This design comes from an exercise in tuning for small area on the open sky130 flow, not from production work.
In this exercise RTL edits were held to simulation tests only and were not proved equivalent to the original.
Power figures rest on the tool's default switching activity, not on a simulated workload.

==> flow/design.v (excerpt) <==
module sdf_delay_line #(
   parameter int WIDTH         = 24,
   parameter int MAX_DELAY     = 64,
   parameter int ADDR_W        = 6,
   parameter int DEFAULT_DELAY = 8
) (
   input  logic              clk,
   input  logic              rst,
   input  logic              en,
   input  logic              cfg_load,
   input  logic [ADDR_W:0]   delay_sel,
   input  logic [WIDTH-1:0]  dataIn_R,
   input  logic [WIDTH-1:0]  dataIn_I,
   output logic [WIDTH-1:0]  dataOut_R,
   output logic [WIDTH-1:0]  dataOut_I,
   output logic              out_valid,
   output logic [ADDR_W:0]   delay_q
);
   localparam int W2 = 2*WIDTH;
   localparam logic [ADDR_W:0] c_max_delay     = (ADDR_W+1)'(MAX_DELAY);
   localparam logic [ADDR_W:0] c_default_delay = (ADDR_W+1)'(DEFAULT_DELAY);
   localparam logic [ADDR_W:0] c_min_delay     = (ADDR_W+1)'(1);
   logic [ADDR_W:0]    fill_q,       fill_d;      
   logic [WIDTH-1:0]   dout_r_q,     dout_r_d;
   logic [WIDTH-1:0]   dout_i_q,     dout_i_d;
   logic               out_valid_q,  out_valid_d;
   logic               dphase_q,     dphase_d;    
   logic [ADDR_W:0]    w_delay_clamped;
   logic [ADDR_W-1:0]  sel_q,        sel_d;       
   logic [ADDR_W-1:0]  w_seln;                    
   logic               w_full;
   logic [W2-1:0]      w_last_seg;                 
   always_comb begin
      w_delay_clamped = delay_sel;
      if (delay_sel == '0) begin
         w_delay_clamped = c_min_delay;
      end else if (delay_sel > c_max_delay) begin
         w_delay_clamped = c_max_delay;
      end
   end
   assign w_full = (fill_q == '0);
   logic          phase_q;
   logic          w_keep;                         
   logic          w_move;                         
   logic [W2-1:0] stage0;
   logic [W2-1:0] tap [ADDR_W];                
   logic [W2-1:0] w_din_code;
  ...
Size: ~7400 cells after synthesis, ~3100 flip-flops, about 120 I/O pins, roughly 93000 um2 of cells after synthesis.
clock: 5.0 ns
lec_check: 0
cap_margin: 20
core_margin: 2
core_utilization: 70
cts_cluster_diameter: 100
cts_cluster_size: 30
slew_margin: 20
synth_hierarchical: 1
synth_minimum_keep_size: 0
standard.sh (not shown) runs the stock make flow with config.mk's settings and CLKGATE_MAP_FILE= SYNTH_SCRIPT=/design/flow/synth_recipe.tcl, a recipe that flattens the netlist after the stock synthesis.
==> flow/flow/run.sh <==
#!/bin/bash
# Standard ORFS layout with three changes: the OR-AND-invert and AND-OR-invert gates that
# synthesis upsized are set back to size 1 after the floorplan, port
# buffers use the smallest buffer cell, and the clock tree uses larger
# sink clusters driven by clkbuf_8, without dummy loads.
set -euo pipefail
cd "$(dirname "$0")/.."
W=$(pwd)
export CTS_ARGS="-sink_clustering_enable -repair_clock_nets -buf_list sky130_fd_sc_hd__clkbuf_8 -sink_clustering_size 18 -sink_clustering_max_diameter 80 -dont_use_dummy_load"
export BUFFER_PORTS_ARGS="-buffer_cell sky130_fd_sc_hd__buf_1"
export RESULTS=$W/orfs/results/sky130hd/sdf_delay_line/base
bash standard.sh synth > synth.log 2>&1
bash standard.sh floorplan > floorplan.log 2>&1
openroad -no_init -exit flow/downsize.tcl > downsize.log 2>&1
bash standard.sh place > place.log 2>&1
bash standard.sh cts > cts.log 2>&1
bash standard.sh route > route.log 2>&1
bash standard.sh finish > finish.log 2>&1
==> flow/flow/downsize.tcl <==
# Synthesis sizes the OR-AND-invert and AND-OR-invert gates for a load it assumes at each
# module output; set them back to the smallest size before placement, whose
# repair resizes or buffers any net that then needs it.
set P $::env(FLOW_HOME)/platforms/sky130hd
set R $::env(RESULTS)
read_lef $P/lef/sky130_fd_sc_hd.tlef
read_lef $P/lef/sky130_fd_sc_hd_merged.lef
read_liberty $P/lib/sky130_fd_sc_hd__tt_025C_1v80.lib
read_db $R/2_floorplan.odb
set db [ord::get_db]
set n 0
foreach inst [[ord::get_db_block] getInsts] {
  set m [[$inst getMaster] getName]
  if {[regexp {^(sky130_fd_sc_hd__(o22ai|a222oi))_[248]$} $m -> base]} {
    $inst swapMaster [$db findMaster ${base}_1]
    incr n
  }
}
puts "downsized $n OR-AND-invert and AND-OR-invert cells"
write_db $R/2_floorplan.odb
The first run went through all stages and came out clean.
==> next run, changes <==
CAP_MARGIN = 5   (was 20)
SLEW_MARGIN = 5   (was 20)
Design area barely changes.
Setup slack stays flat.
Power hardly moves.
Area after synthesis is unchanged.
Clock skew stays flat.

[static timing again, ports no longer ideal]
The flow's constraints put no driver on any port. The routed layouts listed below were extracted and timed again, unchanged, in two steps.
Step 1 assumes that a clkbuf_16 drives the clock port and a buf_2 every other input.
Step 2 moves the port delays by t, midway between the first and last clock arrival at a register: inputs arrive t later, outputs are due t later. That takes back most of the time a late clock gives input paths.
Three values: ideal ports, drivers, drivers and shift; two values: the first two.
| run | t, ns | setup slack, ns | worst slew at a driven data input, ns | cell pins on the clock port's net |
|---|---|---|---|---|
| the first run | 0.978 | 0.906 / 0.828 / 1.580 | 0.04 | 1 |
| the second run | 0.976 | 0.905 / 0.828 / 1.567 | 0.04 | 1 |
After both steps setup and hold are still met in every run listed.
